This is an optimization exercise on Yosys and OpenROAD, whose aim is small area, a short achievable clock period and few clock cycles per item, not a production implementation.
The RTL was checked by simulation tests, not by an equivalence proof against the original design.
No driver is modelled on the clock port, so clock power and skew are understated where the tree is cut down; a real chip needs a root buffer or a tree.
Power is estimated from default activity; no workload was simulated.

== v43 ==
## trimmed_mean_ph_converter
module trimmed_mean_ph_converter
#(
    parameter int WINDOW      = DEF_WINDOW,
    parameter int DROP        = DEF_DROP,
    parameter int SAMPLE_BITS = DEF_SAMPLE_BITS
) (
    input  logic                   i_clk,
    input  logic                   i_rst_n,
    input  logic                   i_start,
    output logic                   o_busy,
    input  logic [SAMPLE_BITS-1:0] i_sample,
    output logic                   o_valid,
    output logic signed [PH_W-1:0] o_ph_milli,
    output logic [TSUM_W-1:0]      o_trimmed_sum,
    input  logic                   i_cfg_valid,
    output logic                   o_cfg_ready,
    input  logic [CFG_IDX_W-1:0]   i_cfg_index,
    input  logic [CFG_DATA_W-1:0]  i_cfg_data
);
Size in the first run: roughly 210 flip-flops, roughly 11,000 um^2 of cells after synthesis.
export LEC_CHECK = 0
export ABC_AREA = 1
export CAP_MARGIN = 20
export CORE_MARGIN = 2
export CORE_UTILIZATION = 55
export SLEW_MARGIN = 20
create_clock -name core_clock -period 8.0 [get_ports {i_clk}]
standard.sh (not shown) runs the stock make flow with config.mk's settings and CLKGATE_MAP_FILE= SYNTH_SCRIPT=/design/flow/synth_recipe.tcl, a recipe that flattens the netlist after the stock synthesis.
==> flow/flow/run.sh <==
#!/bin/bash
# Layout flow: the standard ORFS flow (standard.sh, unchanged synthesis),
# with these changes to how the layout is made; the design, clock period and
# constraints are unchanged:
#  - every port still gets a buffer, but a plain sky130_fd_sc_hd__buf_2
#    instead of the delay cell buffer_ports picks by default;
#  - the clock tree uses clkbuf_16 clusters of up to 25 sinks and no dummy
#    loads; post_cts.tcl then drives the leaf buffers straight from the root
#    buffer and removes the middle level, so every register gets its clock
#    through the root buffer and one leaf buffer;
#  - timing repair aims for a setup slack margin of 5.4 ns.
# make's full output goes to make_finish.log in this folder; each ORFS step
# keeps its own log under orfs/logs/ (post_cts.tcl prints into 4_1_cts.log).
set -euo pipefail
export BUFFER_PORTS_ARGS="-buffer_cell sky130_fd_sc_hd__buf_1"
export CTS_ARGS="-sink_clustering_enable -repair_clock_nets -dont_use_dummy_load -sink_clustering_size 25 -sink_clustering_max_diameter 150 -buf_list sky130_fd_sc_hd__clkbuf_16 -root_buf sky130_fd_sc_hd__clkbuf_16 -distance_between_buffers 2000 -branching_point_buffers_distance 2000"
export POST_CTS_TCL="$(pwd)/flow/post_cts.tcl"
bash standard.sh SETUP_SLACK_MARGIN=5.4 finish > make_finish.log 2>&1
Other scripts of this flow, unchanged in this note and not shown: flow/flow/post_cts.tcl
Testbench counts of v43, summed over its fixed seeds: cycles 16,272, windows 1,600.
Input changes introduced in v44 (baseline for comparison: v43):
Settings: CORE_UTILIZATION: 55 -> 40; ABC_AREA: 1 -> unset.
==> flow/flow/run.sh <==
#!/bin/bash
set -euo pipefail
export BUFFER_PORTS_ARGS="-buffer_cell sky130_fd_sc_hd__buf_2"
export CTS_ARGS="-sink_clustering_enable -repair_clock_nets -dont_use_dummy_load -sink_clustering_size 25 -sink_clustering_max_diameter 150 -buf_list sky130_fd_sc_hd__clkbuf_16 -root_buf sky130_fd_sc_hd__clkbuf_16 -distance_between_buffers 2000 -branching_point_buffers_distance 2000"
export POST_CTS_TCL="$(pwd)/flow/post_cts.tcl"
bash standard.sh SETUP_SLACK_MARGIN=5.2 finish > make_finish.log 2>&1
==> run summary <==
Looking at end point of the critical path, the o_ph_milli[2] result is from v43; the o_ph_milli[14] one comes from v44. Compared with v43, in v44 final critical delay including setup and external delays climbed 0.16 ns; total power after layout dropped 16%; smallest hold slack climbed 0.041 ns; headroom to the max-slew limit dropped 4.9 points.
--- input diff v44..v20 ---
Settings: ABC_AREA now 1, previously not set; CORE_UTILIZATION now 55, was 40.
--- a/flow/flow/run.sh
+++ b/flow/flow/run.sh
@@ -1,2 +1,14 @@
 #!/bin/bash
+# Layout flow: the standard ORFS flow (standard.sh, unchanged synthesis),
+# with these changes to how the layout is made; the design, clock period and
+# constraints are unchanged:
+#  - every port still gets a buffer, but a plain sky130_fd_sc_hd__buf_2
+#    instead of the delay cell buffer_ports picks by default;
+#  - the clock tree uses clkbuf_16 clusters of up to 25 sinks and no dummy
+#    loads; post_cts.tcl then drives the leaf buffers straight from the root
+#    buffer and removes the middle level, so every register gets its clock
+#    through the root buffer and one leaf buffer;
+#  - timing repair aims for a setup slack margin of 5.4 ns.
+# make's full output goes to make_finish.log in this folder; each ORFS step
+# keeps its own log under orfs/logs/ (post_cts.tcl prints into 4_1_cts.log).
 set -euo pipefail
@@ -5,2 +17,2 @@
 export POST_CTS_TCL="$(pwd)/flow/post_cts.tcl"
-bash standard.sh SETUP_SLACK_MARGIN=5.2 finish > make_finish.log 2>&1
+bash standard.sh SETUP_SLACK_MARGIN=5.4 finish > make_finish.log 2>&1
==> run summary <==
- As of v20, mean number of vias per cell had fallen by a few percent compared to v44.
- Per the comparison of v20 with v44, clock network fraction of total power now smaller; global router's overall resource usage increased by 7.2 points relative to the old numbers.
- Clock period minus worst slack (higher): v44
- v20 -> v44: clock network latency to the later pin of the worst-skew pair flat
- Re number of enable-type register cells in the synthesized netlist: no difference whatsoever between v20 and v44.
## Diff of input files: v2 against v20
Settings: putting PLACE_DENSITY at 0.7 where nothing was set.
[summary]
- Share of total power in combinational logic: v2 vs v20 — no meaningful difference
- Sum of routed wire length over all layers delta (v2 − v20): favourable
- On total via count in the routed design, the higher figure sits with v2, not v20.
- Compared with v20, v2 is the less power-hungry design.
- Relative to v20, v2 improves highest achievable clock rate.
- Final worst clock skew is lower on v2


trimmed_mean_ph_converter again, from the RTL that the note above started with.
Settings: LEC_CHECK=0, ABC_AREA=1, CAP_MARGIN=20, CORE_MARGIN=2, CORE_UTILIZATION=40, SLEW_MARGIN=20, TNS_END_PERCENT=0; clock period 8.0 ns.
==> flow/flow/run.sh <==
#!/bin/bash
# Layout flow: the standard ORFS flow (standard.sh, unchanged synthesis),
# with these changes to how the layout is made; the design, clock period and
# constraints are unchanged:
#  - every port still gets a buffer, but a plain sky130_fd_sc_hd__buf_2
#    instead of the delay cell buffer_ports picks by default;
#  - the clock tree uses clkbuf_16 clusters of up to 25 sinks and no dummy
#    loads; post_cts.tcl then drives the leaf buffers straight from the root
#    buffer and removes the middle level, so every register gets its clock
#    through the root buffer and one leaf buffer;
#  - timing repair aims for a setup slack margin of 5.4 ns.
# make's full output goes to make_finish.log in this folder; each ORFS step
# keeps its own log under orfs/logs/ (post_cts.tcl prints into 4_1_cts.log).
set -euo pipefail
export BUFFER_PORTS_ARGS="-buffer_cell sky130_fd_sc_hd__buf_2"
export CTS_ARGS="-sink_clustering_enable -repair_clock_nets -dont_use_dummy_load -sink_clustering_size 25 -sink_clustering_max_diameter 150 -buf_list sky130_fd_sc_hd__clkbuf_16 -root_buf sky130_fd_sc_hd__clkbuf_16 -distance_between_buffers 2000 -branching_point_buffers_distance 2000"
export POST_CTS_TCL="$(pwd)/flow/post_cts.tcl"
bash standard.sh SETUP_SLACK_MARGIN=5.4 finish > make_finish.log 2>&1
Other scripts of this flow, unchanged in this note and not shown: flow/flow/post_cts.tcl
The starting point finished clean.
Testbench counts at the start, summed over its fixed seeds: cycles 16,272, windows 1,600.
Next try:
Settings changed: CORE_UTILIZATION 40 to 55, GPL_TIMING_DRIVEN from default to 0, PLACE_DENSITY from default to 0.7, TNS_END_PERCENT 0 to default.
The new run ran to the end with no violations.
Flip-flop and latch count does not change.
Hold slack improves by 29 ps.
Area after synthesis does not change.
Via count grows by 5.1%.
Global-route usage came out higher by 8.5 points.
Critical path depth increases by 1.
Sequential share of layout area shrinks by 2.2 points.
Maximum frequency came out higher by 2.4%.
Next try:
==> flow/flow/run.sh (replaced) <==
#!/bin/bash
set -euo pipefail
export BUFFER_PORTS_ARGS="-buffer_cell sky130_fd_sc_hd__buf_2"
export CTS_ARGS="-sink_clustering_enable -repair_clock_nets -dont_use_dummy_load -sink_clustering_size 25 -sink_clustering_max_diameter 150 -buf_list sky130_fd_sc_hd__clkbuf_16 -root_buf sky130_fd_sc_hd__clkbuf_16 -distance_between_buffers 2000 -branching_point_buffers_distance 2000"
export POST_CTS_TCL="$(pwd)/flow/post_cts.tcl"
bash standard.sh SETUP_SLACK_MARGIN=5.3 finish > make_finish.log 2>&1
Settings changed: CORE_UTILIZATION 55 to 40, GPL_TIMING_DRIVEN 0 to default, PLACE_DENSITY 0.7 to default.
Outcome:
- cell area went down by 7.1%
- die area goes up by 36%
- fmax came out lower by 1.7%
- routed wire length went down by 4.4%
Next try:
--- a/flow/flow/run.sh
+++ b/flow/flow/run.sh
@@ -1,2 +1,14 @@
 #!/bin/bash
+# Layout flow: the standard ORFS flow (standard.sh, unchanged synthesis),
+# with these changes to how the layout is made; the design, clock period and
+# constraints are unchanged:
+#  - every port still gets a buffer, but a plain sky130_fd_sc_hd__buf_2
+#    instead of the delay cell buffer_ports picks by default;
+#  - the clock tree uses clkbuf_16 clusters of up to 25 sinks and no dummy
+#    loads; post_cts.tcl then drives the leaf buffers straight from the root
+#    buffer and removes the middle level, so every register gets its clock
+#    through the root buffer and one leaf buffer;
+#  - timing repair aims for a setup slack margin of 5.4 ns.
+# make's full output goes to make_finish.log in this folder; each ORFS step
+# keeps its own log under orfs/logs/ (post_cts.tcl prints into 4_1_cts.log).
 set -euo pipefail
@@ -5,2 +17,2 @@
 export POST_CTS_TCL="$(pwd)/flow/post_cts.tcl"
-bash standard.sh SETUP_SLACK_MARGIN=5.3 finish > make_finish.log 2>&1
+bash standard.sh SETUP_SLACK_MARGIN=5.4 finish > make_finish.log 2>&1
Settings changed: CORE_UTILIZATION 40 to 65, PLACE_DENSITY from default to 0.75.
Outcome:
- core utilization went up by 26 points
- maximum frequency went up by 4.2%
- power went up by 0.47%
- combinational power went up by 3.3%
- first-iteration DRC count went down by 13%
Next try:
==> flow/flow/run.sh (replaced) <==
#!/bin/bash
set -euo pipefail
export BUFFER_PORTS_ARGS="-buffer_cell sky130_fd_sc_hd__buf_2"
export CTS_ARGS="-sink_clustering_enable -repair_clock_nets -dont_use_dummy_load -sink_clustering_size 25 -sink_clustering_max_diameter 150 -buf_list sky130_fd_sc_hd__clkbuf_16 -root_buf sky130_fd_sc_hd__clkbuf_16 -distance_between_buffers 2000 -branching_point_buffers_distance 2000"
export POST_CTS_TCL="$(pwd)/flow/post_cts.tcl"
bash standard.sh SETUP_SLACK_MARGIN=5.4 finish > make_finish.log 2>&1
Settings changed: CORE_UTILIZATION 65 to 40, PLACE_DENSITY 0.75 to default.
Result: The new run went through all stages and came out clean; final area came out higher by 2.7%; fmax came out higher by 0.33%; routed wire length came out higher by 9.3%; critical path depth is unchanged.
Next try:
--- a/flow/flow/run.sh
+++ b/flow/flow/run.sh
@@ -1,2 +1,14 @@
 #!/bin/bash
+# Layout flow: the standard ORFS flow (standard.sh, unchanged synthesis),
+# with these changes to how the layout is made; the design, clock period and
+# constraints are unchanged:
+#  - every port still gets a buffer, but a plain sky130_fd_sc_hd__buf_2
+#    instead of the delay cell buffer_ports picks by default;
+#  - the clock tree uses clkbuf_16 clusters of up to 25 sinks and no dummy
+#    loads; post_cts.tcl then drives the leaf buffers straight from the root
+#    buffer and removes the middle level, so every register gets its clock
+#    through the root buffer and one leaf buffer;
+#  - timing repair aims for a setup slack margin of 5.4 ns.
+# make's full output goes to make_finish.log in this folder; each ORFS step
+# keeps its own log under orfs/logs/ (post_cts.tcl prints into 4_1_cts.log).
 set -euo pipefail
Settings changed: ABC_AREA 1 to default.
What happened: The changed run produced a clean layout; utilization goes up by 2.9 points; sequential cell count is unchanged; power goes down by roughly a tenth; combinational power went down by well over a third; sequential power fell by a few percent; critical path depth rises by 8; clock skew is about the same; global-route usage shrinks by 0.77 points; worst setup slack loses 110 ps; non-clock buffer count rose by 23.

## what the ideal ports hide
No port has a modelled driver above. Below, the same layouts with a new extraction and two added sets of constraints.
Step 1 assumes that a clkbuf_16 drives the clock port and a buf_2 every other input.
Step 2 times the ports against the registers' clock, not the clock port: input delays grow and output delays shrink by t, the midpoint of the rising clock arrivals with the driver on.
Three values: ideal, step 1, step 2; two values: the first two.
| run | shift t [ns] | setup slack, ns | hold slack, ns | clock arrival spread, ns | cell pins on the clock port's net |
|---|---|---|---|---|---|
| v43 | 0.434 | 5.468 / 5.421 / 5.250 | 0.406 / 0.406 / 0.406 | 0.056 / 0.057 | 1 |
| v44 | 0.432 | 5.304 / 5.258 / 5.087 | 0.447 / 0.447 / 0.447 | 0.050 / 0.050 | 1 |
| v20 | 0.433 | 5.473 / 5.426 / 5.239 | 0.412 / 0.412 / 0.412 | 0.056 / 0.056 | 1 |
| v2 | 0.429 | 5.483 / 5.438 / 5.176 | 0.412 / 0.412 / 0.412 | 0.052 / 0.052 | 1 |
| the first run of note 2 | 0.436 | 5.353 / 5.302 / 4.972 | 0.408 / 0.408 / 0.408 | 0.050 / 0.050 | 1 |
| the second run of note 2 | 0.425 | 5.415 / 5.372 / 5.114 | 0.437 / 0.437 / 0.437 | 0.053 / 0.052 | 1 |
| the third run of note 2 | 0.436 | 5.369 / 5.317 / 4.970 | 0.408 / 0.408 / 0.408 | 0.050 / 0.050 | 1 |
| the fourth run of note 2 | 0.421 | 5.475 / 5.429 / 5.268 | 0.418 / 0.418 / 0.418 | 0.055 / 0.054 | 1 |
| the fifth run of note 2 | 0.436 | 5.484 / 5.432 / 5.152 | 0.408 / 0.408 / 0.408 | 0.050 / 0.050 | 1 |
| the sixth run of note 2 | 0.438 | 5.374 / 5.355 / 5.221 | 0.440 / 0.440 / 0.440 | 0.055 / 0.056 | 1 |
After both steps setup and hold are still met in every run listed. The setup slack of the third run of note 2, which loses most, moves by -0.052 ns with the drivers and by -0.399 ns with both steps.
